What follows belongs to an exercise in optimizing a design on an open flow for small area, a short achievable clock period and few clock cycles per item; a production flow would make more cautious choices. At most, simulation tests tie the RTL to the original design; equivalence was not proved. Function not checked in runs 3 to 5: the RTL went through the layout flow alone.

==> flow/design.v, too long to show whole: its modules and the start of the top module <==
// module des_sequencer: 62 lines
// module des_key_schedule: 141 lines
// module des_round: 128 lines
// module des_output: 123 lines
// module des_core: 61 lines
module des_core (
    input  wire        clk_i,
    input  wire        reset_i,
    input  wire        mode_i,
    input  wire        valid_i,
    input  wire        accept_i,
    input  wire [63:0] key_i,
    input  wire [63:0] data_i,
    output wire        accept_o,
    output wire [63:0] data_o_o,
    output wire        valid_o_o
);
  // ...
==> flow/run.sh <==
#!/bin/bash
# synth_recipe.tcl (not shown) runs the flow's synth.tcl, then flattens the netlist and writes it again
# the make line also repeats each setting of config.mk as NAME=value (left out here)
make -C /OpenROAD-flow-scripts/flow DESIGN_CONFIG=/design/flow/config.mk WORK_HOME=/design/flow/orfs CLKGATE_MAP_FILE= SYNTH_SCRIPT=/design/flow/synth_recipe.tcl finish
==> flow/config.mk <==
export PLATFORM = sky130hd
export DESIGN_NAME = des_core
export DESIGN_NICKNAME = des_core
export VERILOG_FILES = /design/flow/design.v
export SDC_FILE = /design/flow/constraint.sdc
export NUM_CORES = 4
export LEC_CHECK = 0
export CAP_MARGIN = 20
export CORE_MARGIN = 2
export CORE_UTILIZATION = 40
export SETUP_SLACK_MARGIN = 0.3
export SLEW_MARGIN = 20
==> flow/constraint.sdc <==
create_clock -name core_clock -period 4.8 [get_ports {clk_i}]
set_input_delay 0.9600 -clock core_clock [delete_from_list [all_inputs] [get_ports {clk_i}]]
set_output_delay 0.9600 -clock core_clock [all_outputs]
set_load 0.01 [all_outputs]
==> flow_summary.yaml, run 1 <==
layout:
  ff_latch_area_sq_mm: 0.00489
  nNetsFinal: 2740
  reg_top3: "u_output.data_o x64, u_round.l_q x32, u_round.r_q x32"
  syn2layout_area_growth_pct: 24.4
  largest_register_ffs: 64
  layout.cells.most_common: "nand2_1"
sta:
  slew-limit-headroom: 0.305
  worst_slew_pin_slew_ns: 1.04
  setup_viol: 0
floorplan:
  die_h_um: 224
  rows: 80
  initial_core_util: 0.405
setup_path:
  r2r-start: "u_sequencer.round_idx_o[1]"
  critPathKind: "flop to flop"
  cpPeakStageDelay_ns: 0.47
  critical-path-slowest-cell: "dfrtp_2"
route:
  route.met3.wl_um: 5940
  drtAntennaViolNets: 0
clocking:
  clk_pin_slew_ns: 0.08
  clockRootBuffer: "clkbuf_16"
global_routing:
  grtUsageTotal: 0.318
run_status:
  status: "timing/DRC/antenna clean"
synth:
  syn_area_sq_mm: 0.0193
  synth-compound-area-share: 0.314
  yosysTopAreaCell: "dfrtp_1"
  synth_edf_count: 0
placement:
  place_ws_ns: -0.0874
Testbench counts, summed over its fixed seeds: cycles 10,232, items 512.
==> module des_core, before the edit <==
module des_core (
    input  wire        clk_i,
    input  wire        reset_i,
    input  wire        mode_i,
    input  wire        valid_i,
    input  wire        accept_i,
    input  wire [63:0] key_i,
    input  wire [63:0] data_i,
    output wire        accept_o,
    output wire [63:0] data_o_o,
    output wire        valid_o_o
);
    wire        load;
    wire        round_en;
    wire [3:0]  round_idx;
    wire        decrypt;
    wire        finish;
    wire [47:0] subkey;
    wire [63:0] preout;
    des_sequencer #(.ROUNDS(16)) u_sequencer (
        .clk_i       (clk_i),
        .reset_i     (reset_i),
        .valid_i     (valid_i),
        .mode_i      (mode_i),
        .accept_i    (accept_i),
        .accept_o    (accept_o),
        .load_o      (load),
        .round_en_o  (round_en),
        .round_idx_o (round_idx),
        .decrypt_o   (decrypt),
        .finish_o    (finish)
    );
    des_key_schedule u_key_schedule (
        .clk_i       (clk_i),
        .reset_i     (reset_i),
        .key_i       (key_i),
        .load_i      (load),
        .round_en_i  (round_en),
        .round_idx_i (round_idx),
        .decrypt_i   (decrypt),
        .subkey_o    (subkey)
    );
    des_round u_round (
        .clk_i      (clk_i),
        .reset_i    (reset_i),
        .data_i     (data_i),
        .subkey_i   (subkey),
        .load_i     (load),
        .round_en_i (round_en),
        .preout_o   (preout)
    );
    des_output u_output (
        .clk_i    (clk_i),
        .reset_i  (reset_i),
        .accept_i (accept_i),
        .preout_i (preout),
        .finish_i (finish),
        .data_o   (data_o_o),
        .valid_o  (valid_o_o)
    );
endmodule
==> inputs of run 2 (changes only) <==
==> flow/design.v (replaced) <==
    localparam [64*7-1:0] IP_TABLE = {
        7'd58, 7'd50, 7'd42, 7'd34, 7'd26, 7'd18, 7'd10, 7'd2, 7'd60, 7'd52, 7'd44, 7'd36, 7'd28, 7'd20, 7'd12, 7'd4,
        7'd62, 7'd54, 7'd46, 7'd38, 7'd30, 7'd22, 7'd14, 7'd6, 7'd64, 7'd56, 7'd48, 7'd40, 7'd32, 7'd24, 7'd16, 7'd8,
        7'd57, 7'd49, 7'd41, 7'd33, 7'd25, 7'd17, 7'd9, 7'd1, 7'd59, 7'd51, 7'd43, 7'd35, 7'd27, 7'd19, 7'd11, 7'd3,
        7'd61, 7'd53, 7'd45, 7'd37, 7'd29, 7'd21, 7'd13, 7'd5, 7'd63, 7'd55, 7'd47, 7'd39, 7'd31, 7'd23, 7'd15, 7'd7
    };
    localparam [64*7-1:0] FP_TABLE = {
        7'd40, 7'd8, 7'd48, 7'd16, 7'd56, 7'd24, 7'd64, 7'd32, 7'd39, 7'd7, 7'd47, 7'd15, 7'd55, 7'd23, 7'd63, 7'd31,
        7'd38, 7'd6, 7'd46, 7'd14, 7'd54, 7'd22, 7'd62, 7'd30, 7'd37, 7'd5, 7'd45, 7'd13, 7'd53, 7'd21, 7'd61, 7'd29,
        7'd36, 7'd4, 7'd44, 7'd12, 7'd52, 7'd20, 7'd60, 7'd28, 7'd35, 7'd3, 7'd43, 7'd11, 7'd51, 7'd19, 7'd59, 7'd27,
        7'd34, 7'd2, 7'd42, 7'd10, 7'd50, 7'd18, 7'd58, 7'd26, 7'd33, 7'd1, 7'd41, 7'd9, 7'd49, 7'd17, 7'd57, 7'd25
    };
    localparam [48*7-1:0] E_TABLE = {
        7'd32, 7'd1, 7'd2, 7'd3, 7'd4, 7'd5, 7'd4, 7'd5, 7'd6, 7'd7, 7'd8, 7'd9, 7'd8, 7'd9, 7'd10, 7'd11,
        7'd12, 7'd13, 7'd12, 7'd13, 7'd14, 7'd15, 7'd16, 7'd17, 7'd16, 7'd17, 7'd18, 7'd19, 7'd20, 7'd21, 7'd20, 7'd21,
        7'd22, 7'd23, 7'd24, 7'd25, 7'd24, 7'd25, 7'd26, 7'd27, 7'd28, 7'd29, 7'd28, 7'd29, 7'd30, 7'd31, 7'd32, 7'd1
    };
    localparam [32*7-1:0] P_TABLE = {
        7'd16, 7'd7, 7'd20, 7'd21, 7'd29, 7'd12, 7'd28, 7'd17, 7'd1, 7'd15, 7'd23, 7'd26, 7'd5, 7'd18, 7'd31, 7'd10,
        7'd2, 7'd8, 7'd24, 7'd14, 7'd32, 7'd27, 7'd3, 7'd9, 7'd19, 7'd13, 7'd30, 7'd6, 7'd22, 7'd11, 7'd4, 7'd25
    };
    localparam [56*7-1:0] PC1_TABLE = {
        7'd57, 7'd49, 7'd41, 7'd33, 7'd25, 7'd17, 7'd9, 7'd1, 7'd58, 7'd50, 7'd42, 7'd34, 7'd26, 7'd18, 7'd10, 7'd2,
        7'd59, 7'd51, 7'd43, 7'd35, 7'd27, 7'd19, 7'd11, 7'd3, 7'd60, 7'd52, 7'd44, 7'd36, 7'd63, 7'd55, 7'd47, 7'd39,
        7'd31, 7'd23, 7'd15, 7'd7, 7'd62, 7'd54, 7'd46, 7'd38, 7'd30, 7'd22, 7'd14, 7'd6, 7'd61, 7'd53, 7'd45, 7'd37,
        7'd29, 7'd21, 7'd13, 7'd5, 7'd28, 7'd20, 7'd12, 7'd4
    };
    localparam [48*7-1:0] PC2_TABLE = {
        7'd14, 7'd17, 7'd11, 7'd24, 7'd1, 7'd5, 7'd3, 7'd28, 7'd15, 7'd6, 7'd21, 7'd10, 7'd23, 7'd19, 7'd12, 7'd4,
        7'd26, 7'd8, 7'd16, 7'd7, 7'd27, 7'd20, 7'd13, 7'd2, 7'd41, 7'd52, 7'd31, 7'd37, 7'd47, 7'd55, 7'd30, 7'd40,
        7'd51, 7'd45, 7'd33, 7'd48, 7'd44, 7'd49, 7'd39, 7'd56, 7'd34, 7'd53, 7'd46, 7'd42, 7'd50, 7'd36, 7'd29, 7'd32
    };
    localparam [8*64*4-1:0] SBOX = {
        4'd11, 4'd6, 4'd5, 4'd3, 4'd0, 4'd9, 4'd12, 4'd15, 4'd13, 4'd8, 4'd10, 4'd4, 4'd7, 4'd14, 4'd1, 4'd2,
        4'd8, 4'd5, 4'd3, 4'd15, 4'd13, 4'd10, 4'd6, 4'd0, 4'd2, 4'd14, 4'd12, 4'd9, 4'd1, 4'd4, 4'd11, 4'd7,
        4'd2, 4'd9, 4'd14, 4'd0, 4'd11, 4'd6, 4'd5, 4'd12, 4'd4, 4'd7, 4'd3, 4'd10, 4'd8, 4'd13, 4'd15, 4'd1,
        4'd7, 4'd12, 4'd0, 4'd5, 4'd14, 4'd3, 4'd9, 4'd10, 4'd1, 4'd11, 4'd15, 4'd6, 4'd4, 4'd8, 4'd2, 4'd13,
        4'd12, 4'd3, 4'd2, 4'd14, 4'd15, 4'd0, 4'd5, 4'd9, 4'd7, 4'd10, 4'd4, 4'd1, 4'd8, 4'd13, 4'd11, 4'd6,
        4'd2, 4'd9, 4'd5, 4'd0, 4'd8, 4'd6, 4'd15, 4'd10, 4'd14, 4'd7, 4'd3, 4'd12, 4'd13, 4'd11, 4'd4, 4'd1,
        4'd6, 4'd8, 4'd15, 4'd2, 4'd12, 4'd5, 4'd3, 4'd14, 4'd10, 4'd1, 4'd9, 4'd4, 4'd7, 4'd11, 4'd0, 4'd13,
        4'd1, 4'd6, 4'd10, 4'd5, 4'd7, 4'd9, 4'd12, 4'd3, 4'd13, 4'd8, 4'd0, 4'd15, 4'd14, 4'd2, 4'd11, 4'd4,
        4'd13, 4'd8, 4'd0, 4'd6, 4'd7, 4'd1, 4'd14, 4'd11, 4'd10, 4'd15, 4'd5, 4'd9, 4'd12, 4'd2, 4'd3, 4'd4,
        4'd6, 4'd11, 4'd13, 4'd1, 4'd10, 4'd4, 4'd0, 4'd7, 4'd3, 4'd12, 4'd8, 4'd2, 4'd5, 4'd15, 4'd14, 4'd9,
        4'd8, 4'd3, 4'd11, 4'd0, 4'd14, 4'd13, 4'd1, 4'd6, 4'd5, 4'd9, 4'd12, 4'd7, 4'd2, 4'd4, 4'd15, 4'd10,
        4'd11, 4'd5, 4'd7, 4'd14, 4'd4, 4'd3, 4'd13, 4'd0, 4'd8, 4'd6, 4'd2, 4'd9, 4'd15, 4'd10, 4'd1, 4'd12,
        4'd3, 4'd5, 4'd4, 4'd10, 4'd9, 4'd0, 4'd15, 4'd6, 4'd13, 4'd2, 4'd14, 4'd1, 4'd7, 4'd12, 4'd8, 4'd11,
        4'd14, 4'd0, 4'd3, 4'd6, 4'd5, 4'd12, 4'd9, 4'd15, 4'd8, 4'd7, 4'd13, 4'd10, 4'd11, 4'd1, 4'd2, 4'd4,
        4'd6, 4'd8, 4'd9, 4'd3, 4'd10, 4'd15, 4'd0, 4'd5, 4'd1, 4'd13, 4'd7, 4'd4, 4'd12, 4'd2, 4'd11, 4'd14,
        4'd9, 4'd14, 4'd0, 4'd13, 4'd15, 4'd3, 4'd5, 4'd8, 4'd6, 4'd11, 4'd10, 4'd7, 4'd1, 4'd4, 4'd12, 4'd2,
        4'd14, 4'd2, 4'd7, 4'd12, 4'd11, 4'd5, 4'd4, 4'd9, 4'd8, 4'd13, 4'd1, 4'd10, 4'd6, 4'd0, 4'd15, 4'd3,
        4'd4, 4'd8, 4'd2, 4'd5, 4'd14, 4'd3, 4'd1, 4'd15, 4'd13, 4'd7, 4'd11, 4'd12, 4'd0, 4'd9, 4'd6, 4'd10,
        4'd9, 4'd14, 4'd10, 4'd1, 4'd12, 4'd2, 4'd7, 4'd4, 4'd3, 4'd0, 4'd15, 4'd6, 4'd5, 4'd11, 4'd8, 4'd13,
        4'd15, 4'd4, 4'd12, 4'd11, 4'd5, 4'd8, 4'd2, 4'd1, 4'd10, 4'd9, 4'd6, 4'd0, 4'd3, 4'd14, 4'd13, 4'd7,
        4'd12, 4'd2, 4'd5, 4'd11, 4'd3, 4'd14, 4'd15, 4'd4, 4'd7, 4'd8, 4'd9, 4'd6, 4'd0, 4'd13, 4'd10, 4'd1,
        4'd7, 4'd14, 4'd10, 4'd5, 4'd12, 4'd2, 4'd1, 4'd11, 4'd0, 4'd3, 4'd15, 4'd8, 4'd9, 4'd4, 4'd6, 4'd13,
        4'd1, 4'd15, 4'd11, 4'd12, 4'd14, 4'd5, 4'd8, 4'd2, 4'd10, 4'd6, 4'd4, 4'd3, 4'd9, 4'd0, 4'd7, 4'd13,
        4'd8, 4'd2, 4'd4, 4'd11, 4'd7, 4'd12, 4'd13, 4'd1, 4'd5, 4'd15, 4'd3, 4'd6, 4'd14, 4'd9, 4'd0, 4'd10,
        4'd9, 4'd14, 4'd5, 4'd0, 4'd12, 4'd7, 4'd6, 4'd11, 4'd2, 4'd4, 4'd15, 4'd3, 4'd1, 4'd10, 4'd8, 4'd13,
        4'd15, 4'd2, 4'd3, 4'd9, 4'd6, 4'd12, 4'd8, 4'd5, 4'd1, 4'd13, 4'd4, 4'd10, 4'd11, 4'd7, 4'd14, 4'd0,
        4'd5, 4'd11, 4'd9, 4'd6, 4'd10, 4'd1, 4'd0, 4'd12, 4'd14, 4'd8, 4'd2, 4'd15, 4'd7, 4'd4, 4'd13, 4'd3,
        4'd10, 4'd5, 4'd0, 4'd12, 4'd13, 4'd2, 4'd7, 4'd9, 4'd4, 4'd3, 4'd11, 4'd6, 4'd14, 4'd8, 4'd1, 4'd15,
        4'd13, 4'd6, 4'd0, 4'd10, 4'd14, 4'd3, 4'd11, 4'd5, 4'd7, 4'd1, 4'd9, 4'd4, 4'd2, 4'd8, 4'd12, 4'd15,
        4'd0, 4'd5, 4'd10, 4'd3, 4'd7, 4'd9, 4'd12, 4'd15, 4'd11, 4'd2, 4'd6, 4'd13, 4'd8, 4'd14, 4'd1, 4'd4,
        4'd8, 4'd3, 4'd5, 4'd9, 4'd11, 4'd12, 4'd6, 4'd10, 4'd1, 4'd13, 4'd2, 4'd14, 4'd4, 4'd7, 4'd15, 4'd0,
        4'd7, 4'd0, 4'd9, 4'd5, 4'd12, 4'd6, 4'd10, 4'd3, 4'd8, 4'd11, 4'd15, 4'd2, 4'd1, 4'd13, 4'd4, 4'd14
    };
    localparam [16*2-1:0] ENC_SHIFT = {
        2'd1, 2'd2, 2'd2, 2'd2, 2'd2, 2'd2, 2'd2, 2'd1, 2'd2, 2'd2, 2'd2, 2'd2, 2'd2, 2'd2, 2'd1, 2'd1
    };
    localparam [16*2-1:0] DEC_SHIFT = {
        2'd1, 2'd2, 2'd2, 2'd2, 2'd2, 2'd2, 2'd2, 2'd1, 2'd2, 2'd2, 2'd2, 2'd2, 2'd2, 2'd2, 2'd1, 2'd0
    };
    function automatic [63:0] des_ip(input [63:0] blk);
        integer i;
        for (i = 0; i < 64; i = i + 1) des_ip[63 - i] = blk[64 - IP_TABLE[(63 - i) * 7 +: 7]];
    endfunction
    function automatic [63:0] des_fp(input [63:0] blk);
        integer i;
        for (i = 0; i < 64; i = i + 1) des_fp[63 - i] = blk[64 - FP_TABLE[(63 - i) * 7 +: 7]];
    endfunction
    function automatic [55:0] des_pc1(input [63:0] key);
        integer i;
        for (i = 0; i < 56; i = i + 1) des_pc1[55 - i] = key[64 - PC1_TABLE[(55 - i) * 7 +: 7]];
    endfunction
    function automatic [47:0] des_pc2(input [55:0] cd);
        integer i;
        for (i = 0; i < 48; i = i + 1) des_pc2[47 - i] = cd[56 - PC2_TABLE[(47 - i) * 7 +: 7]];
    endfunction
    function automatic [31:0] des_feistel(input [31:0] r, input [47:0] k);
        reg [47:0] x;
        reg [31:0] s;
        reg [5:0]  grp;
        integer    i;
        integer    b;
        for (i = 0; i < 48; i = i + 1) x[47 - i] = r[32 - E_TABLE[(47 - i) * 7 +: 7]];
        x = x ^ k;
        for (b = 0; b < 8; b = b + 1) begin
            grp = x[47 - 6 * b -: 6];
            s[31 - 4 * b -: 4] = SBOX[{b[2:0], grp[5], grp[0], grp[4:1], 2'b00} +: 4];
        end
        for (i = 0; i < 32; i = i + 1) des_feistel[31 - i] = s[32 - P_TABLE[(31 - i) * 7 +: 7]];
    endfunction
`timescale 1ns/1ns
`default_nettype none
module des_core (
    input  wire        clk_i,
    input  wire        reset_i,
    input  wire        mode_i,
    input  wire        valid_i,
    input  wire        accept_i,
    input  wire [63:0] key_i,
    input  wire [63:0] data_i,
    output wire        accept_o,
    output wire [63:0] data_o_o,
    output wire        valid_o_o
);
    localparam [64*7-1:0] IP_TABLE = {
        7'd58, 7'd50, 7'd42, 7'd34, 7'd26, 7'd18, 7'd10, 7'd2, 7'd60, 7'd52, 7'd44, 7'd36, 7'd28, 7'd20, 7'd12, 7'd4,
        7'd62, 7'd54, 7'd46, 7'd38, 7'd30, 7'd22, 7'd14, 7'd6, 7'd64, 7'd56, 7'd48, 7'd40, 7'd32, 7'd24, 7'd16, 7'd8,
        7'd57, 7'd49, 7'd41, 7'd33, 7'd25, 7'd17, 7'd9, 7'd1, 7'd59, 7'd51, 7'd43, 7'd35, 7'd27, 7'd19, 7'd11, 7'd3,
        7'd61, 7'd53, 7'd45, 7'd37, 7'd29, 7'd21, 7'd13, 7'd5, 7'd63, 7'd55, 7'd47, 7'd39, 7'd31, 7'd23, 7'd15, 7'd7
    };
    localparam [64*7-1:0] FP_TABLE = {
        7'd40, 7'd8, 7'd48, 7'd16, 7'd56, 7'd24, 7'd64, 7'd32, 7'd39, 7'd7, 7'd47, 7'd15, 7'd55, 7'd23, 7'd63, 7'd31,
        7'd38, 7'd6, 7'd46, 7'd14, 7'd54, 7'd22, 7'd62, 7'd30, 7'd37, 7'd5, 7'd45, 7'd13, 7'd53, 7'd21, 7'd61, 7'd29,
        7'd36, 7'd4, 7'd44, 7'd12, 7'd52, 7'd20, 7'd60, 7'd28, 7'd35, 7'd3, 7'd43, 7'd11, 7'd51, 7'd19, 7'd59, 7'd27,
        7'd34, 7'd2, 7'd42, 7'd10, 7'd50, 7'd18, 7'd58, 7'd26, 7'd33, 7'd1, 7'd41, 7'd9, 7'd49, 7'd17, 7'd57, 7'd25
    };
    localparam [48*7-1:0] E_TABLE = {
        7'd32, 7'd1, 7'd2, 7'd3, 7'd4, 7'd5, 7'd4, 7'd5, 7'd6, 7'd7, 7'd8, 7'd9, 7'd8, 7'd9, 7'd10, 7'd11,
        7'd12, 7'd13, 7'd12, 7'd13, 7'd14, 7'd15, 7'd16, 7'd17, 7'd16, 7'd17, 7'd18, 7'd19, 7'd20, 7'd21, 7'd20, 7'd21,
        7'd22, 7'd23, 7'd24, 7'd25, 7'd24, 7'd25, 7'd26, 7'd27, 7'd28, 7'd29, 7'd28, 7'd29, 7'd30, 7'd31, 7'd32, 7'd1
    };
    localparam [32*7-1:0] P_TABLE = {
        7'd16, 7'd7, 7'd20, 7'd21, 7'd29, 7'd12, 7'd28, 7'd17, 7'd1, 7'd15, 7'd23, 7'd26, 7'd5, 7'd18, 7'd31, 7'd10,
        7'd2, 7'd8, 7'd24, 7'd14, 7'd32, 7'd27, 7'd3, 7'd9, 7'd19, 7'd13, 7'd30, 7'd6, 7'd22, 7'd11, 7'd4, 7'd25
    };
    localparam [56*7-1:0] PC1_TABLE = {
        7'd57, 7'd49, 7'd41, 7'd33, 7'd25, 7'd17, 7'd9, 7'd1, 7'd58, 7'd50, 7'd42, 7'd34, 7'd26, 7'd18, 7'd10, 7'd2,
        7'd59, 7'd51, 7'd43, 7'd35, 7'd27, 7'd19, 7'd11, 7'd3, 7'd60, 7'd52, 7'd44, 7'd36, 7'd63, 7'd55, 7'd47, 7'd39,
        7'd31, 7'd23, 7'd15, 7'd7, 7'd62, 7'd54, 7'd46, 7'd38, 7'd30, 7'd22, 7'd14, 7'd6, 7'd61, 7'd53, 7'd45, 7'd37,
        7'd29, 7'd21, 7'd13, 7'd5, 7'd28, 7'd20, 7'd12, 7'd4
    };
    localparam [48*7-1:0] PC2_TABLE = {
        7'd14, 7'd17, 7'd11, 7'd24, 7'd1, 7'd5, 7'd3, 7'd28, 7'd15, 7'd6, 7'd21, 7'd10, 7'd23, 7'd19, 7'd12, 7'd4,
        7'd26, 7'd8, 7'd16, 7'd7, 7'd27, 7'd20, 7'd13, 7'd2, 7'd41, 7'd52, 7'd31, 7'd37, 7'd47, 7'd55, 7'd30, 7'd40,
        7'd51, 7'd45, 7'd33, 7'd48, 7'd44, 7'd49, 7'd39, 7'd56, 7'd34, 7'd53, 7'd46, 7'd42, 7'd50, 7'd36, 7'd29, 7'd32
    };
    localparam [8*64*4-1:0] SBOX = {
        4'd11, 4'd6, 4'd5, 4'd3, 4'd0, 4'd9, 4'd12, 4'd15, 4'd13, 4'd8, 4'd10, 4'd4, 4'd7, 4'd14, 4'd1, 4'd2,
        4'd8, 4'd5, 4'd3, 4'd15, 4'd13, 4'd10, 4'd6, 4'd0, 4'd2, 4'd14, 4'd12, 4'd9, 4'd1, 4'd4, 4'd11, 4'd7,
        4'd2, 4'd9, 4'd14, 4'd0, 4'd11, 4'd6, 4'd5, 4'd12, 4'd4, 4'd7, 4'd3, 4'd10, 4'd8, 4'd13, 4'd15, 4'd1,
        4'd7, 4'd12, 4'd0, 4'd5, 4'd14, 4'd3, 4'd9, 4'd10, 4'd1, 4'd11, 4'd15, 4'd6, 4'd4, 4'd8, 4'd2, 4'd13,
        4'd12, 4'd3, 4'd2, 4'd14, 4'd15, 4'd0, 4'd5, 4'd9, 4'd7, 4'd10, 4'd4, 4'd1, 4'd8, 4'd13, 4'd11, 4'd6,
        4'd2, 4'd9, 4'd5, 4'd0, 4'd8, 4'd6, 4'd15, 4'd10, 4'd14, 4'd7, 4'd3, 4'd12, 4'd13, 4'd11, 4'd4, 4'd1,
        4'd6, 4'd8, 4'd15, 4'd2, 4'd12, 4'd5, 4'd3, 4'd14, 4'd10, 4'd1, 4'd9, 4'd4, 4'd7, 4'd11, 4'd0, 4'd13,
        4'd1, 4'd6, 4'd10, 4'd5, 4'd7, 4'd9, 4'd12, 4'd3, 4'd13, 4'd8, 4'd0, 4'd15, 4'd14, 4'd2, 4'd11, 4'd4,
        4'd13, 4'd8, 4'd0, 4'd6, 4'd7, 4'd1, 4'd14, 4'd11, 4'd10, 4'd15, 4'd5, 4'd9, 4'd12, 4'd2, 4'd3, 4'd4,
        4'd6, 4'd11, 4'd13, 4'd1, 4'd10, 4'd4, 4'd0, 4'd7, 4'd3, 4'd12, 4'd8, 4'd2, 4'd5, 4'd15, 4'd14, 4'd9,
        4'd8, 4'd3, 4'd11, 4'd0, 4'd14, 4'd13, 4'd1, 4'd6, 4'd5, 4'd9, 4'd12, 4'd7, 4'd2, 4'd4, 4'd15, 4'd10,
        4'd11, 4'd5, 4'd7, 4'd14, 4'd4, 4'd3, 4'd13, 4'd0, 4'd8, 4'd6, 4'd2, 4'd9, 4'd15, 4'd10, 4'd1, 4'd12,
        4'd3, 4'd5, 4'd4, 4'd10, 4'd9, 4'd0, 4'd15, 4'd6, 4'd13, 4'd2, 4'd14, 4'd1, 4'd7, 4'd12, 4'd8, 4'd11,
        4'd14, 4'd0, 4'd3, 4'd6, 4'd5, 4'd12, 4'd9, 4'd15, 4'd8, 4'd7, 4'd13, 4'd10, 4'd11, 4'd1, 4'd2, 4'd4,
        4'd6, 4'd8, 4'd9, 4'd3, 4'd10, 4'd15, 4'd0, 4'd5, 4'd1, 4'd13, 4'd7, 4'd4, 4'd12, 4'd2, 4'd11, 4'd14,
        4'd9, 4'd14, 4'd0, 4'd13, 4'd15, 4'd3, 4'd5, 4'd8, 4'd6, 4'd11, 4'd10, 4'd7, 4'd1, 4'd4, 4'd12, 4'd2,
        4'd14, 4'd2, 4'd7, 4'd12, 4'd11, 4'd5, 4'd4, 4'd9, 4'd8, 4'd13, 4'd1, 4'd10, 4'd6, 4'd0, 4'd15, 4'd3,
        4'd4, 4'd8, 4'd2, 4'd5, 4'd14, 4'd3, 4'd1, 4'd15, 4'd13, 4'd7, 4'd11, 4'd12, 4'd0, 4'd9, 4'd6, 4'd10,
        4'd9, 4'd14, 4'd10, 4'd1, 4'd12, 4'd2, 4'd7, 4'd4, 4'd3, 4'd0, 4'd15, 4'd6, 4'd5, 4'd11, 4'd8, 4'd13,
        4'd15, 4'd4, 4'd12, 4'd11, 4'd5, 4'd8, 4'd2, 4'd1, 4'd10, 4'd9, 4'd6, 4'd0, 4'd3, 4'd14, 4'd13, 4'd7,
        4'd12, 4'd2, 4'd5, 4'd11, 4'd3, 4'd14, 4'd15, 4'd4, 4'd7, 4'd8, 4'd9, 4'd6, 4'd0, 4'd13, 4'd10, 4'd1,
        4'd7, 4'd14, 4'd10, 4'd5, 4'd12, 4'd2, 4'd1, 4'd11, 4'd0, 4'd3, 4'd15, 4'd8, 4'd9, 4'd4, 4'd6, 4'd13,
        4'd1, 4'd15, 4'd11, 4'd12, 4'd14, 4'd5, 4'd8, 4'd2, 4'd10, 4'd6, 4'd4, 4'd3, 4'd9, 4'd0, 4'd7, 4'd13,
        4'd8, 4'd2, 4'd4, 4'd11, 4'd7, 4'd12, 4'd13, 4'd1, 4'd5, 4'd15, 4'd3, 4'd6, 4'd14, 4'd9, 4'd0, 4'd10,
        4'd9, 4'd14, 4'd5, 4'd0, 4'd12, 4'd7, 4'd6, 4'd11, 4'd2, 4'd4, 4'd15, 4'd3, 4'd1, 4'd10, 4'd8, 4'd13,
        4'd15, 4'd2, 4'd3, 4'd9, 4'd6, 4'd12, 4'd8, 4'd5, 4'd1, 4'd13, 4'd4, 4'd10, 4'd11, 4'd7, 4'd14, 4'd0,
        4'd5, 4'd11, 4'd9, 4'd6, 4'd10, 4'd1, 4'd0, 4'd12, 4'd14, 4'd8, 4'd2, 4'd15, 4'd7, 4'd4, 4'd13, 4'd3,
        4'd10, 4'd5, 4'd0, 4'd12, 4'd13, 4'd2, 4'd7, 4'd9, 4'd4, 4'd3, 4'd11, 4'd6, 4'd14, 4'd8, 4'd1, 4'd15,
        4'd13, 4'd6, 4'd0, 4'd10, 4'd14, 4'd3, 4'd11, 4'd5, 4'd7, 4'd1, 4'd9, 4'd4, 4'd2, 4'd8, 4'd12, 4'd15,
        4'd0, 4'd5, 4'd10, 4'd3, 4'd7, 4'd9, 4'd12, 4'd15, 4'd11, 4'd2, 4'd6, 4'd13, 4'd8, 4'd14, 4'd1, 4'd4,
        4'd8, 4'd3, 4'd5, 4'd9, 4'd11, 4'd12, 4'd6, 4'd10, 4'd1, 4'd13, 4'd2, 4'd14, 4'd4, 4'd7, 4'd15, 4'd0,
        4'd7, 4'd0, 4'd9, 4'd5, 4'd12, 4'd6, 4'd10, 4'd3, 4'd8, 4'd11, 4'd15, 4'd2, 4'd1, 4'd13, 4'd4, 4'd14
    };
    localparam [16*2-1:0] ENC_SHIFT = {
        2'd1, 2'd2, 2'd2, 2'd2, 2'd2, 2'd2, 2'd2, 2'd1, 2'd2, 2'd2, 2'd2, 2'd2, 2'd2, 2'd2, 2'd1, 2'd1
    };
    localparam [16*2-1:0] DEC_SHIFT = {
        2'd1, 2'd2, 2'd2, 2'd2, 2'd2, 2'd2, 2'd2, 2'd1, 2'd2, 2'd2, 2'd2, 2'd2, 2'd2, 2'd2, 2'd1, 2'd0
    };
    function automatic [63:0] des_ip(input [63:0] blk);
        integer i;
        for (i = 0; i < 64; i = i + 1) des_ip[63 - i] = blk[64 - IP_TABLE[(63 - i) * 7 +: 7]];
    endfunction
    function automatic [63:0] des_fp(input [63:0] blk);
        integer i;
        for (i = 0; i < 64; i = i + 1) des_fp[63 - i] = blk[64 - FP_TABLE[(63 - i) * 7 +: 7]];
    endfunction
    function automatic [55:0] des_pc1(input [63:0] key);
        integer i;
        for (i = 0; i < 56; i = i + 1) des_pc1[55 - i] = key[64 - PC1_TABLE[(55 - i) * 7 +: 7]];
    endfunction
    function automatic [47:0] des_pc2(input [55:0] cd);
        integer i;
        for (i = 0; i < 48; i = i + 1) des_pc2[47 - i] = cd[56 - PC2_TABLE[(47 - i) * 7 +: 7]];
    endfunction
    function automatic [31:0] des_feistel(input [31:0] r, input [47:0] k);
        reg [47:0] x;
        reg [31:0] s;
        reg [5:0]  grp;
        integer    i;
        integer    b;
        for (i = 0; i < 48; i = i + 1) x[47 - i] = r[32 - E_TABLE[(47 - i) * 7 +: 7]];
        x = x ^ k;
        for (b = 0; b < 8; b = b + 1) begin
            grp = x[47 - 6 * b -: 6];
            s[31 - 4 * b -: 4] = SBOX[{b[2:0], grp[5], grp[0], grp[4:1], 2'b00} +: 4];
        end
        for (i = 0; i < 32; i = i + 1) des_feistel[31 - i] = s[32 - P_TABLE[(31 - i) * 7 +: 7]];
    endfunction
    reg         busy;       
    reg         vld;        
    reg  [3:0]  cnt;        
    reg         dec;
    reg  [31:0] l_q;
    reg  [31:0] r_q;
    reg  [27:0] c_q;        
    reg  [27:0] d_q;
    assign accept_o  = !busy && (!vld || accept_i);
    assign valid_o_o = vld;
    assign data_o_o  = des_fp({r_q, l_q});
    wire load = valid_i && accept_o;
    wire [55:0] cd0 = des_pc1(key_i);
    wire [27:0] c0  = cd0[55:28];
    wire [27:0] d0  = cd0[27:0];
    wire [47:0] k_in = mode_i ? des_pc2({c0, d0})
                              : des_pc2({c0[26:0], c0[27], d0[26:0], d0[27]});
    wire [63:0] ip    = des_ip(data_i);
    wire [31:0] l_src = busy ? l_q : ip[63:32];
    wire [31:0] r_src = busy ? r_q : ip[31:0];
    wire [47:0] k_src = busy ? des_pc2({c_q, d_q}) : k_in;
    wire [31:0] r_new = l_src ^ des_feistel(r_src, k_src);
    wire one = (cnt == 4'd6) || (cnt == 4'd13);
    reg  [27:0] c_nx;
    reg  [27:0] d_nx;
    always @(*) begin
        if (!busy) begin
            if (mode_i) begin
                c_nx = {c0[0], c0[27:1]};
                d_nx = {d0[0], d0[27:1]};
            end else begin
                c_nx = {c0[25:0], c0[27:26]};
                d_nx = {d0[25:0], d0[27:26]};
            end
        end else if (dec) begin
            c_nx = one ? {c_q[0], c_q[27:1]} : {c_q[1:0], c_q[27:2]};
            d_nx = one ? {d_q[0], d_q[27:1]} : {d_q[1:0], d_q[27:2]};
        end else begin
            c_nx = one ? {c_q[26:0], c_q[27]} : {c_q[25:0], c_q[27:26]};
            d_nx = one ? {d_q[26:0], d_q[27]} : {d_q[25:0], d_q[27:26]};
        end
    end
    always @(posedge clk_i) begin
        if (!(vld && !accept_i)) begin
            l_q <= r_src;
            r_q <= r_new;
        end
        c_q <= c_nx;
        d_q <= d_nx;
    end
    always @(posedge clk_i or negedge reset_i) begin
        if (!reset_i) begin
            busy <= 1'b0;
            vld  <= 1'b0;
            cnt  <= 4'd0;
            dec  <= 1'b0;
        end else if (busy) begin
            cnt <= cnt + 4'd1;
            if (cnt == 4'd14) begin
                busy <= 1'b0;
                vld  <= 1'b1;
            end
        end else if (load) begin
            busy <= 1'b1;
            vld  <= 1'b0;
            cnt  <= 4'd0;
            dec  <= mode_i;
        end else if (accept_i) begin
            vld <= 1'b0;
        end
    end
endmodule
`default_nettype wire
==> run 2 against run 1 <==
Net effect: core utilization is 1.1 points lower; critical endpoint is now r_q[19]; synthesized area is 28% lower; critical path depth is 9 lower; first-iteration DRC count is 55% lower; still clean; final area is 30% lower; global-route usage is 8.0 points lower; clock skew is 0.0043 ns lower; clock-buffer cell count is 8 higher.
==> flow_summary.yaml, run 2 <==
route:
  vias: 11956
  firstDrtPassIters: 5
  routed_wl_um: 43600
  wl_per_cell_um: 21.0
  avgViaCountPerCell: 5.77
  drtAntennaViolNets: 0
  drc_errors: 0
  drt_iter0_drc: 1058
synth:
  synth.mux.area_fraction: 0.334
  postSynthAreaPerCell_sq_um: 9.61
  synth_common_cells: "258 x mux2i_1, 128 x nand2_1, 104 x xnor2_1"
  synthMostInstantiatedCell: "mux2i_1"
  yosysTopAreaCell: "mux2i_1"
  synth-compound-area-share: 0.138
  synth-adder-area-share: 0.0585
  synth-async-reset-ratio: 0.0551
  synthesis.nets: 1643
  synth-seq-area-share: 0.232
  ys_top_cells_by_area: "mux2i_1 19%, edfxtp_1 14%, mux4_2 9.6%"
  synth_cell_type_count: 78
  synth_xor_area_frac: 0.0965
  yosys.area_share.simple: 0.0911
  synthFlopType: "edfxtp_1"
  synth_edf_count: 64
  synthCells: 1445
  synth_top_area_frac: 0.186
  syn_area_sq_mm: 0.0139
  yosysWarnings: 1
  synth_top_family_by_area: "multiplexers"
  ys_ff_latch: 127
global_routing:
  grt_overflow: 0
  antenna_found_initial: 0
  grt_max_degree: 83
  grt_pass1_vias: 11317
  grt_pass1_wl_um: 66900
  grtUsageTotal: 0.238
setup_path:
  cp_data_arrival_time_ns: 4.06
  critPathKind: "input pin to flop"
  path_delay_family: "multiplexers"
  cp_cell_sequence: "buf_6, buf_4, buf_4, mux2i_1, xor2_1, mux2i_1, nor2_1, a221o_1, mux2i_1, mux2i_1, xor2_1"
  critical-path-slowest-cell: "mux2i_1"
  cpPeakStageDelay_ns: 0.76
  startpoint_type: "input pin"
  critPathBufInv: 3
  critPathLaunch: "mode_i"
  cp-end-kind: "flop"
  crit_top_cell: "mux2i_1"
  r2r-start: "busy"
  crit_fanout: 20
  crit_required_ns: 4.98
layout:
  n_antenna_cell: 0
  layout_common_cells: "258 x mux2i_1, 189 x clkdlybuf4s50_1, 128 x nand2_1"
  reg_top3: "l_q x32, r_q x32"
  drive_above_1_share: 0.141
  nNetsFinal: 1802
  layout.cells.most_common: "mux2i_1"
  final_area_sq_mm: 0.0169
  num-fill-cells: 3209
  syn2layout_area_growth_pct: 21.7
clocking:
  clockRootBuffer: "clkbuf_16"
  cts_buffer_depth: 2
  post_cts_buffers: 0
  clk_pin_slew_ns: 0.06
  clk-insertion-delay-late_ns: 0.44
  holdBufCountCts: 0
  cts_max_level: 4
  cts_tree: "yes"
  cts_made_buffers: 17
  clock_sinks: 127
  cts_resized: 0
placement:
  gp_congestion: 0.874
  hpwlAfterDp_um: 32100
  port-buffer-count: 190
  postPlaceCellArea_sq_mm: 0.0163
  place_ws_ns: 0.543
sta:
  drv_slew: 0
  finalHoldViolCount: 0
  fin_skew_ns: 0.0101
  rsz0062_at_grt: "no"
  slew-limit-headroom: 0.296
  layout_setup_ws_ns: 0.921
  fmax_ghz: 0.258
  fin_crit_ns: 3.88
  worst_slew_pin_slew_ns: 1.05
  finalCritPeriodShare: 0.808
  tns_ns: 0
  setup_viol: 0
floorplan:
  die_x_um: 190
  initial_core_util: 0.404
  die_h_um: 190
  die_area_sq_mm: 0.0362
  io_pins: 199
  core_area_sq_mm: 0.0344
  rows: 68
hold_path:
  min-delay-start: "cnt[3]"
  hold_class: "flop to flop"
job:
  cap_violations: 0
run_status:
  status: "timing/DRC/antenna clean"
==> run 2: cell count changes in the layout (fill, tap and decap cells not counted), moves of 77 or more <==
| cell | previous run | this run |
|---|---|---|
| buf_4 | 167 | 52 |
| nand2_1 | 217 | 128 |
| mux2i_1 | 96 | 258 |
| dfrtp_1 | 188 | 5 |
| o21ai_0 | 169 | 83 |
| xnor2_1 | 26 | 104 |
| a21oi_1 | 114 | 37 |
==> run 2: kinds of logic (layout without fill, tap and decap cells) <==
family	count (synthesis)	count (layout)
and+or+nand+nor	283	283
adders and majority gates	65	65
DFF	127	127
AOI/OAI and AO/OA	286	286
xor gates and xnor gates	153	153
buffers and inverters	153	325
muxes	378	378
==> run 2: per-stage QoR <==
stage / utilization / cells / hold slack, ns
2_1_floorplan: - / 1445 / 0.500
3_3_place_gp: 0.475 / 2039 / 0.520
3_5_place_dp: 0.475 / 2040 / 0.551
4_1_cts: 0.492 / 2072 / 0.560
5_1_grt: 0.492 / 2072 / 0.594
6_report: 0.492 / 2072 / 0.563
==> run 2: path summary, 6_finish.rpt <==
kind,end,slack [ns],depth (start not counted)
min in group asynchronous,vld,0.80,1
max in group asynchronous,busy,3.70,1
min,cnt[3],0.56,1
max,r_q[19],0.92,11
max reg2reg,r_q[29],1.06,10
min reg2reg,cnt[3],0.56,1
==> run 2: metal layers <==
layer	share of wire	track usage	vias to the layer above
met2	0.47	0.379	418
met1	0.45	0.326	5786
met4	0.027	0.0763	0
met5	0	0	-
met3	0.057	0.0438	50
li1	-	-	5702
==> run 2: layout make-up <==
cell class,instances,area [sq um],share of cell area
Clock inverter,7,43.8,0.00259
Multi-Input combinational cell,1165,9990,0.591
Sequential cell,127,3220,0.191
Inverter,47,176,0.0104
Tap cell,455,569,0.0337
Clock buffer,25,539,0.0319
Timing Repair Buffer,246,2370,0.140
Testbench counts of run 2, summed over its fixed seeds: cycles 8,200, items 512.
==> inputs of run 3 (changes only) <==
--- a/flow/design.v
+++ b/flow/design.v
@@ -216,6 +216,7 @@
         end
         for (i = 0; i < 32; i = i + 1) des_feistel[31 - i] = s[32 - P_TABLE[(31 - i) * 7 +: 7]];
     endfunction
+    reg         idle;       
     reg         busy;       
     reg         vld;        
     reg  [3:0]  cnt;        
@@ -224,67 +225,63 @@
     reg  [31:0] r_q;
     reg  [27:0] c_q;        
     reg  [27:0] d_q;
-    assign accept_o  = !busy && (!vld || accept_i);
+    assign accept_o  = idle || (vld && accept_i);
     assign valid_o_o = vld;
     assign data_o_o  = des_fp({r_q, l_q});
     wire load = valid_i && accept_o;
+    wire [31:0] r_new = l_q ^ des_feistel(r_q, des_pc2({c_q, d_q}));
+    wire [63:0] ip    = des_ip(data_i);
+    always @(posedge clk_i) begin
+        if (busy) begin
+            l_q <= r_q;
+            r_q <= r_new;
+        end else if (!vld || accept_i) begin
+            l_q <= ip[63:32];
+            r_q <= ip[31:0];
+        end
+    end
     wire [55:0] cd0 = des_pc1(key_i);
     wire [27:0] c0  = cd0[55:28];
     wire [27:0] d0  = cd0[27:0];
-    wire [47:0] k_in = mode_i ? des_pc2({c0, d0})
-                              : des_pc2({c0[26:0], c0[27], d0[26:0], d0[27]});
-    wire [63:0] ip    = des_ip(data_i);
-    wire [31:0] l_src = busy ? l_q : ip[63:32];
-    wire [31:0] r_src = busy ? r_q : ip[31:0];
-    wire [47:0] k_src = busy ? des_pc2({c_q, d_q}) : k_in;
-    wire [31:0] r_new = l_src ^ des_feistel(r_src, k_src);
-    wire one = (cnt == 4'd6) || (cnt == 4'd13);
-    reg  [27:0] c_nx;
-    reg  [27:0] d_nx;
-    always @(*) begin
+    wire one = (cnt == 4'd0) || (cnt == 4'd7) || (cnt == 4'd14);
+    always @(posedge clk_i) begin
         if (!busy) begin
             if (mode_i) begin
-                c_nx = {c0[0], c0[27:1]};
-                d_nx = {d0[0], d0[27:1]};
+                c_q <= c0;
+                d_q <= d0;
             end else begin
-                c_nx = {c0[25:0], c0[27:26]};
-                d_nx = {d0[25:0], d0[27:26]};
+                c_q <= {c0[26:0], c0[27]};
+                d_q <= {d0[26:0], d0[27]};
             end
         end else if (dec) begin
-            c_nx = one ? {c_q[0], c_q[27:1]} : {c_q[1:0], c_q[27:2]};
-            d_nx = one ? {d_q[0], d_q[27:1]} : {d_q[1:0], d_q[27:2]};
+            c_q <= one ? {c_q[0], c_q[27:1]} : {c_q[1:0], c_q[27:2]};
+            d_q <= one ? {d_q[0], d_q[27:1]} : {d_q[1:0], d_q[27:2]};
         end else begin
-            c_nx = one ? {c_q[26:0], c_q[27]} : {c_q[25:0], c_q[27:26]};
-            d_nx = one ? {d_q[26:0], d_q[27]} : {d_q[25:0], d_q[27:26]};
-        end
-    end
-    always @(posedge clk_i) begin
-        if (!(vld && !accept_i)) begin
-            l_q <= r_src;
-            r_q <= r_new;
-        end
-        c_q <= c_nx;
-        d_q <= d_nx;
+            c_q <= one ? {c_q[26:0], c_q[27]} : {c_q[25:0], c_q[27:26]};
+            d_q <= one ? {d_q[26:0], d_q[27]} : {d_q[25:0], d_q[27:26]};
+        end
     end
     always @(posedge clk_i or negedge reset_i) begin
         if (!reset_i) begin
+            idle <= 1'b1;
             busy <= 1'b0;
             vld  <= 1'b0;
             cnt  <= 4'd0;
             dec  <= 1'b0;
         end else if (busy) begin
             cnt <= cnt + 4'd1;
-            if (cnt == 4'd14) begin
+            if (cnt == 4'd15) begin
                 busy <= 1'b0;
                 vld  <= 1'b1;
             end
         end else if (load) begin
+            idle <= 1'b0;
             busy <= 1'b1;
             vld  <= 1'b0;
-            cnt  <= 4'd0;
             dec  <= mode_i;
-        end else if (accept_i) begin
-            vld <= 1'b0;
+        end else if (vld && accept_i) begin
+            idle <= 1'b1;
+            vld  <= 1'b0;
         end
     end
 endmodule
==> run 3 against run 2 <==
Net effect: clock skew rose by 0.0053 ns; die area fell by 9.2%; fmax rose by 14%; critical path type is now flop to flop.
==> flow_summary.yaml, run 3 <==
setup_path:
  critical-path-slowest-cell: "xor2_1"
  r2r-start: "r_q[24]"
  critPathBufInv: 1
  startpoint_type: "flop"
  cp_data_arrival_time_ns: 3.68
  cp-end-kind: "flop"
  reg2reg_slack_ns: 1.39
  crit_required_ns: 5.07
  r2r_cells: 8
  regToRegEndpoint: "r_q[30]"
  critPathKind: "flop to flop"
  cpPeakStageDelay_ns: 0.81
  crit_fanout: 9
  cp_cell_sequence: "xor2_1, inv_1, ha_1, mux4_2, nor3_1, a41oi_1, a211o_1, o221ai_1"
  path_delay_family: "XOR/XNOR gates"
global_routing:
  grt_pass1_vias: 10120
  grt_max_degree: 163
  antenna_found_initial: 0
  grtUsageTotal: 0.232
  grt_overflow: 0
  grt_pass1_wl_um: 59800
clocking:
  cts_max_level: 4
  clockRootBuffer: "clkbuf_16"
  post_cts_buffers: 0
  clk-insertion-delay-late_ns: 0.44
  clk_pin_slew_ns: 0.06
  holdBufCountCts: 0
  clock_sinks: 128
  cts_made_buffers: 17
  cts_buffer_depth: 2
  cts_resized: 0
  cts_tree: "yes"
floorplan:
  initial_core_util: 0.409
  die_h_um: 181
  rows: 64
  core_area_sq_mm: 0.0307
  die_area_sq_mm: 0.0329
  die_x_um: 181
  io_pins: 199
route:
  drtAntennaViolNets: 0
  drt_iter0_drc: 819
  firstDrtPassIters: 5
  wl_met1_um: 17700
  wl_per_cell_um: 20.9
  route.met3.wl_um: 2250
  avgViaCountPerCell: 5.96
  routed_wl_um: 38300
  drc_errors: 0
  routed.top_layer: "met4"
  vias: 10930
  dr_wl_met2_um: 18000
synth:
  synth_edf_count: 64
  synth-seq-area-share: 0.258
  synth_cell_type_count: 75
  synthFlopType: "edfxtp_1"
  synth_common_cells: "140 x nand2_1, 109 x mux2i_1, 87 x o21ai_0"
  yosysTopAreaCell: "edfxtp_1"
  synthMostInstantiatedCell: "nand2_1"
  ys_top_cells_by_area: "edfxtp_1 15%, mux4_2 15%, dfxtp_1 8.9%"
  postSynthAreaPerCell_sq_um: 9.85
  synthesis.nets: 1475
  syn_area_sq_mm: 0.0126
  synth_top_area_frac: 0.153
  synth-async-reset-ratio: 0.0625
  yosysWarnings: 1
  ys_ff_latch: 128
  synthCells: 1277
sta:
  rsz0062_at_grt: "no"
  drv_slew: 0
  fin_crit_ns: 3.41
  finalHoldViolCount: 0
  tns_ns: 0
  holdWs_ns: 0.519
  slew-limit-headroom: 0.312
  fmax_ghz: 0.293
  worst_slew_pin_slew_ns: 1.03
  setup_viol: 0
  fin_skew_ns: 0.0154
  finalCritPeriodShare: 0.711
hold_path:
  whs_path_depth: 1
  min_to: "cnt[0]"
  min-delay-start: "cnt[0]"
  hold_class: "flop to flop"
run_status:
  status: "timing/DRC/antenna clean"
placement:
  hpwlAfterDp_um: 28100
  port-buffer-count: 190
  gp_congestion: 0.892
layout:
  reg_top3: "l_q x32, r_q x32"
  nNetsFinal: 1623
  syn2layout_area_growth_pct: 22.7
  layout_common_cells: "189 x clkdlybuf4s50_1, 140 x nand2_1, 109 x mux2i_1"
  n_antenna_cell: 0
  layout.cells.most_common: "clkdlybuf4s50_1"
  drive_above_1_share: 0.152
job:
  cap_violations: 0
-- run 3: cell types whose count changed after synthesis, moves of 11 or more --
cell      before  now
nor3_1        25   38
o21ai_2       12    0
mux2i_1      258  109
xnor2_1      104   58
buf_2         36   22
clkbuf_1      41   53
nand3_1       28   41
mux2_2        57   46
mux4_2        59   82
nand2_1      128  140
-- run 3: worst max path at each step --
stage,from,end,cells past startpoint
CTS,r_q[17],r_q[6],7
global placement,r_q[9],r_q[3],7
detailed placement,r_q[17],r_q[6],7
global route,d_q[19],r_q[18],8
finish,r_q[24],r_q[30],8
floorplan,busy,l_q[0],5
-- run 3: area by class of cell --
class | instances | area [sq um]
fill | 2860 | 15300
multi-input combinational | 1010 | 8810
sequential | 128 | 3250
timing repair buffer | 215 | 2110
tap | 396 | 495
clock buffer | 19 | 464
inverter | 53 | 199
clock inverter | 13 | 109
-- run 3: cells by family (layout without fill, tap and decap cells) --
group	Yosys count	after routing	share of synthesized area
and+or+nand+nor	308	308	0.110
DFF	128	128	0.258
buffers and inverters	139	300	0.0443
AOI/OAI and AO/OA	280	280	0.151
xor gates and xnor gates	116	116	0.0921
muxes	240	240	0.280
adders and majority gates	66	66	0.0654
-- run 3: metrics by stage --
step	cells	utilization	area (sq um)	setup slack [ns]
after floorplan	1277	-	12600	1.13
after global placement	1801	0.482	14800	1.42
after detailed placement	1801	0.482	14800	1.40
after CTS	1833	0.501	15400	1.39
after global routing	1834	0.502	15400	1.22
final	1834	0.502	15400	1.39
-- run 3: metal layers --
layer | global-route usage | vias up
met2 | 0.367 | 368
met5 | 0 | -
met1 | 0.337 | 5383
met4 | 0.0387 | 0
met3 | 0.0383 | 22
li1 | - | 5157
==> inputs of run 4 (changes only) <==
--- a/flow/config.mk
+++ b/flow/config.mk
@@ -5,6 +5,7 @@
 export SDC_FILE = /design/flow/constraint.sdc
 export NUM_CORES = 4
 export LEC_CHECK = 0
+export ABC_AREA = 1
 export CAP_MARGIN = 20
 export CORE_MARGIN = 2
 export CORE_UTILIZATION = 40
==> run 4 against run 3 <==
Net effect: still clean on timing, DRC and antenna; die area decreased by 3.6%; via count increased by 26%; routed wire length is 8.9% higher; final area down 3.9%; synthesized cell count rose by 58%; first-iteration DRC count up 72%; register-to-register slack improved by 0.47 ns; largest cell class unchanged.
==> flow_summary.yaml, run 4 <==
run_status:
  status: "timing/DRC/antenna clean"
route:
  drtAntennaViolNets: 0
  routed_wl_um: 41700
  drc_errors: 0
  wl_per_cell_um: 16.3
  avgViaCountPerCell: 5.40
  vias: 13801
  drt_iter0_drc: 1406
  firstDrtPassIters: 6
clocking:
  cts_resized: 0
  clock_sinks: 128
  cts_buffer_depth: 2
  clk_pin_slew_ns: 0.06
  cts_tree: "yes"
  clk-insertion-delay-late_ns: 0.44
  clockRootBuffer: "clkbuf_16"
  post_cts_buffers: 0
  cts_made_buffers: 17
  holdBufCountCts: 0
  cts_max_level: 4
sta:
  rsz0062_at_grt: "no"
  worst_slew_pin_slew_ns: 1.05
  finalCritPeriodShare: 0.644
  fin_crit_ns: 3.09
  finalHoldViolCount: 0
  drv_slew: 0
  slew-limit-headroom: 0.293
  layout_setup_ws_ns: 1.71
  fin_skew_ns: 0.0168
  tns_ns: 0
  setup_viol: 0
  fmax_ghz: 0.324
setup_path:
  cp-end-kind: "output pin"
  startpoint_type: "input pin"
  crit_fanout: 3
  cpPeakStageDelay_ns: 0.53
  critPathKind: "input pin to output pin"
  path_delay_family: "buffers and inverters"
  cp_cell_sequence: "clkdlybuf4s50_1, nand2_1, nand2_1, clkdlybuf4s50_1"
  critical-path-slowest-cell: "clkdlybuf4s50_1"
  crit_required_ns: 3.84
  cp_data_arrival_time_ns: 2.13
  critPathBufInv: 2
synth:
  ys_top_cells_by_area: "nand2_1 25%, nand3_1 21%, edfxtp_1 16%"
  synthCells: 2020
  postSynthAreaPerCell_sq_um: 6.00
  synth-async-reset-ratio: 0.0625
  synth-seq-area-share: 0.268
  synthFlopType: "edfxtp_1"
  synth_edf_count: 64
  ys_ff_latch: 128
  syn_area_sq_mm: 0.0121
  synth_common_cells: "798 x nand2_1, 497 x nand3_1, 156 x inv_1"
  synthesis.nets: 2218
  synthMostInstantiatedCell: "nand2_1"
  synth_cell_type_count: 34
  synth_top_area_frac: 0.247
  yosysWarnings: 1
  yosysTopAreaCell: "nand2_1"
floorplan:
  io_pins: 199
  die_area_sq_mm: 0.0317
  die_x_um: 178
  die_h_um: 178
  core_area_sq_mm: 0.0297
  initial_core_util: 0.408
  rows: 63
layout:
  syn2layout_area_growth_pct: 22.4
  layout.cells.most_common: "nand2_1"
  nNetsFinal: 2352
  n_antenna_cell: 0
  drive_above_1_share: 0.0323
  stdcell_count: 2557
  reg_top3: "l_q x32, r_q x32"
  layout_common_cells: "797 x nand2_1, 496 x nand3_1, 189 x clkdlybuf4s50_1"
hold_path:
  hold_class: "flop to flop"
placement:
  hpwlAfterDp_um: 31400
  gp_congestion: 0.899
  place_ws_ns: 1.72
  port-buffer-count: 190
  numPlacedInstances: 2525
global_routing:
  antenna_found_initial: 0
  grt_max_degree: 81
  grt_overflow: 0
  grt_pass1_wl_um: 65700
  grtUsageTotal: 0.264
  grt_pass1_vias: 12476
job:
  cap_violations: 0
==> run 4: cell families after synthesis <==
kind of cell | after synthesis | synth area share
compound gates | 165 | 0.0695
xor+xnor | 31 | 0.0292
fa+ha+maj | 65 | 0.0671
buf+inv | 251 | 0.0820
flops | 128 | 0.268
simple gates | 1380 | 0.484
==> run 4: area by class of cell <==
class	instances	area [sq um]
Sequential cell	128	3250
Fill cell	3042	14900
Multi-Input combinational cell	1641	7890
Clock inverter	9	63.8
Clock buffer	23	533
Inverter	164	618
Timing Repair Buffer	202	1990
Tap cell	390	488
==> run 4: worst paths after layout <==
kind	startpoint	to	slack, ns	cells after the start
worst max-delay path	accept_i	accept_o	1.71	4
worst min-delay path	cnt[0]	cnt[0]	0.51	1
worst max register to register	cnt[0]	d_q[13]	1.86	11
worst min register to register	cnt[0]	cnt[0]	0.51	1
max in group asynchronous	reset_i	idle	3.67	1
min in group asynchronous	reset_i	cnt[1]	0.82	1
==> run 4: layer usage <==
layer	track usage	vias to the layer above	routed length, um
met1	0.368	6249	18900
met4	0.0806	0	949
met2	0.420	580	18600
met3	0.0394	58	3260
li1	-	6914	-
met5	0	-	0
==> run 4: through the flow <==
| stage | util | cell area [sq um] | hold slack, ns |
|---|---|---|---|
| 3_3_place_gp | 0.479 | 14200 | 0.490 |
| 4_1_cts | 0.499 | 14800 | 0.504 |
| 2_1_floorplan | - | 12100 | 0.466 |
| 5_1_grt | 0.499 | 14800 | 0.535 |
| 3_5_place_dp | 0.479 | 14200 | 0.496 |
| 6_report | 0.499 | 14800 | 0.505 |
==> inputs of run 5 (changes only) <==
--- a/flow/design.v
+++ b/flow/design.v
@@ -221,6 +221,7 @@
     reg         vld;        
     reg  [3:0]  cnt;        
     reg         dec;
+    reg         one;        
     reg  [31:0] l_q;
     reg  [31:0] r_q;
     reg  [27:0] c_q;        
@@ -243,7 +244,6 @@
     wire [55:0] cd0 = des_pc1(key_i);
     wire [27:0] c0  = cd0[55:28];
     wire [27:0] d0  = cd0[27:0];
-    wire one = (cnt == 4'd0) || (cnt == 4'd7) || (cnt == 4'd14);
     always @(posedge clk_i) begin
         if (!busy) begin
             if (mode_i) begin
@@ -268,8 +268,10 @@
             vld  <= 1'b0;
             cnt  <= 4'd0;
             dec  <= 1'b0;
+            one  <= 1'b0;
         end else if (busy) begin
             cnt <= cnt + 4'd1;
+            one <= (cnt == 4'd6) || (cnt == 4'd13);
             if (cnt == 4'd15) begin
                 busy <= 1'b0;
                 vld  <= 1'b1;
@@ -279,6 +281,7 @@
             busy <= 1'b1;
             vld  <= 1'b0;
             dec  <= mode_i;
+            one  <= 1'b1;
         end else if (vld && accept_i) begin
             idle <= 1'b1;
             vld  <= 1'b0;
--- a/flow/config.mk
+++ b/flow/config.mk
@@ -9,5 +9,6 @@
 export CAP_MARGIN = 20
 export CORE_MARGIN = 2
 export CORE_UTILIZATION = 40
+export CTS_BUF_LIST = sky130_fd_sc_hd__clkbuf_8
 export SETUP_SLACK_MARGIN = 0.3
 export SLEW_MARGIN = 20
==> run 5 against run 4 <==
Net effect: sequential cell count grew 1; final cell count grew 0.23%; final area shrank 1.2%; synthesized area is essentially flat; still clean on timing, DRC and antenna; hold slack gained 0.057 ns; via count grew 0.49%.
==> flow_summary.yaml, run 5 <==
global_routing:
  grt_pass1_vias: 12743
  grt_max_degree: 70
  grt_overflow: 0
  grtUsageTotal: 0.270
  grt_pass1_wl_um: 67000
  antenna_found_initial: 1
synth:
  synth_xor_area_frac: 0.0316
  ys_ff_latch: 129
  synth-compound-area-share: 0.0705
  yosys.area_share.simple: 0.484
  synth_top_family_by_area: "simple AND/OR/NAND/NOR gates"
  synthesis.nets: 2225
  synth-seq-area-share: 0.270
  synth.mux.area_fraction: 0
  synthFlopType: "edfxtp_1"
  synth-adder-area-share: 0.0672
  synth-async-reset-ratio: 0.0698
  synthCells: 2027
  synth_edf_count: 64
  synth_common_cells: "818 x nand2_1, 481 x nand3_1, 151 x inv_1"
  yosysTopAreaCell: "nand2_1"
  syn_area_sq_mm: 0.0121
  synth_cell_type_count: 29
  ys_top_cells_by_area: "nand2_1 25%, nand3_1 20%, edfxtp_1 16%"
  synthMostInstantiatedCell: "nand2_1"
  synth_top_area_frac: 0.254
  postSynthAreaPerCell_sq_um: 5.97
  yosysWarnings: 1
sta:
  slew-limit-headroom: 0.273
  fin_skew_ns: 0.0252
  rsz0062_at_grt: "no"
  finalCritPeriodShare: 0.669
  finalHoldViolCount: 0
  fmax_ghz: 0.311
  worst_slew_pin_slew_ns: 1.09
  tns_ns: 0
  layout_setup_ws_ns: 1.59
  drv_slew: 0
  setup_viol: 0
  fin_crit_ns: 3.21
placement:
  gp_congestion: 0.931
  numPlacedInstances: 2530
  place_ws_ns: 1.62
  port-buffer-count: 190
  hpwlAfterDp_um: 32500
layout:
  layout.cells.most_common: "nand2_1"
  num-fill-cells: 3169
  ff_latch_area_sq_mm: 0.00327
  multiInputGateArea_sq_mm: 0.00793
  layout_common_cells: "817 x nand2_1, 481 x nand3_1, 189 x clkdlybuf4s50_1"
  stdcell_count: 2563
  finish.utilization: 0.493
  drive_above_1_share: 0.0295
  reg_top3: "l_q x32, r_q x32"
  syn2layout_area_growth_pct: 21.0
  nNetsFinal: 2357
floorplan:
  core_area_sq_mm: 0.0297
  initial_core_util: 0.408
  io_pins: 199
  die_h_um: 178
  rows: 63
  die_x_um: 178
  die_area_sq_mm: 0.0317
clocking:
  cts_resized: 0
  clk-insertion-delay-late_ns: 0.49
  cts_max_level: 4
  cts_buffer_depth: 2
  clk_pin_slew_ns: 0.08
  clock_sinks: 129
  cts_made_buffers: 17
  clockRootBuffer: "clkbuf_8"
  post_cts_buffers: 0
  cts_tree: "yes"
  holdBufCountCts: 0
job:
  cap_violations: 0
hold_path:
  hold_class: "flop to flop"
setup_path:
  cp_data_arrival_time_ns: 2.25
  critPathKind: "input pin to output pin"
  startpoint_type: "input pin"
  crit_required_ns: 3.84
  crit_fanout: 3
  cp-end-kind: "output pin"
route:
  routed_wl_um: 42800
  wl_per_cell_um: 16.7
  drt_iter0_drc: 1274
  avgViaCountPerCell: 5.41
  firstDrtPassIters: 6
  drc_errors: 0
  drtAntennaViolNets: 0
  vias: 13868
run_status:
  status: "timing/DRC/antenna clean"
[run 5: changes by cell type after synthesis, moves of 16 or more]
| cell | change |
|---|---|
| buf_2 | -16 |
| nand2_1 | +20 |
| clkbuf_1 | +16 |
| nand3_1 | -16 |
[run 5: layout make-up]
| cell class | count | area share |
|---|---|---|
| multi-input combinational | 1654 | 0.541 |
| clock inverter | 13 | 0.00913 |
| antenna | 1 | 0.000171 |
| inverter | 156 | 0.0401 |
| clock buffer | 19 | 0.0178 |
| timing repair buffer | 201 | 0.135 |
| tap | 390 | 0.0333 |
| sequential | 129 | 0.223 |
[run 5: worst paths after layout]
kind / startpoint / to / slack [ns] / cells past startpoint
worst min register to register: cnt[0] / cnt[0] / 0.56 / 1
worst max-delay path: accept_i / accept_o / 1.59 / 4
min in group asynchronous: reset_i / cnt[0] / 0.79 / 1
worst min-delay path: cnt[0] / cnt[0] / 0.56 / 1
max in group asynchronous: reset_i / busy / 3.68 / 1
worst max register to register: r_q[12] / r_q[7] / 2.09 / 12
[run 5: worst max-delay path, cell delays in order]
cell and delay [ns]:
clkdlybuf4s50_1 0.54, nand2_1 0.09, nand2_1 0.12, clkdlybuf4s50_1 0.55
[run 5: per-layer routing]
layer / vias up / GRT usage / share of wire
met4: 0 / 0.0874 / 0.026
met3: 56 / 0.0360 / 0.072
met2: 534 / 0.440 / 0.46
met5: - / 0 / 0
li1: 6912 / - / -
met1: 6366 / 0.370 / 0.45
[run 5: cell families after synthesis]
group | Yosys count
buf+inv | 244
fa+ha+maj | 65
xor+xnor | 36
simple gates | 1386
flops | 129
compound gates | 167
[run 5: through the flow]
stage | cell area [sq um] | hold slack, ns
finish | 14700 | 0.562
global route | 14700 | 0.579
CTS | 14600 | 0.557
detailed placement | 14200 | 0.541
global placement | 14200 | 0.542
floorplan | 12100 | 0.510

-- re-timing with driven ports --
How much do the figures lean on ideal ports? The routed layouts below were timed once more, with nothing changed but the port constraints.
Step 1, drivers: a clkbuf_16 drives clk_i and a buf_2 each remaining input, both assumed.
Step 2 times the ports against the registers' clock, not the clock port: input delays grow and output delays shrink by t, the midpoint of the rising clock arrivals with the driver on.
Slacks: ideal ports / drivers / drivers and shift; pairs: ideal ports / drivers.
run | t (ns) | setup slack, ns | worst hold slack (ns) | worst setup path after step 2 | pins driven straight from the clock port
run 1 | 0.565 | 0.328 / 0.328 / 0.328 | 0.449 / 0.443 / 0.494 | register to register | 1
run 2 | 0.489 | 0.921 / 0.935 / 0.446 | 0.563 / 0.563 / 0.563 | input to register | 1
run 3 | 0.481 | 1.386 / 1.386 / 1.386 | 0.519 / 0.519 / 0.519 | register to register | 1
run 4 | 0.484 | 1.710 / 1.687 / 1.687 | 0.505 / 0.505 / 0.505 | input to output | 1
run 5 | 0.519 | 1.588 / 1.556 / 1.556 | 0.562 / 0.562 / 0.562 | input to output | 1
After both steps every run listed still meets setup and hold. For run 2, which loses most, drivers alone change the setup slack by +0.014 ns; drivers and shift together by -0.475 ns.
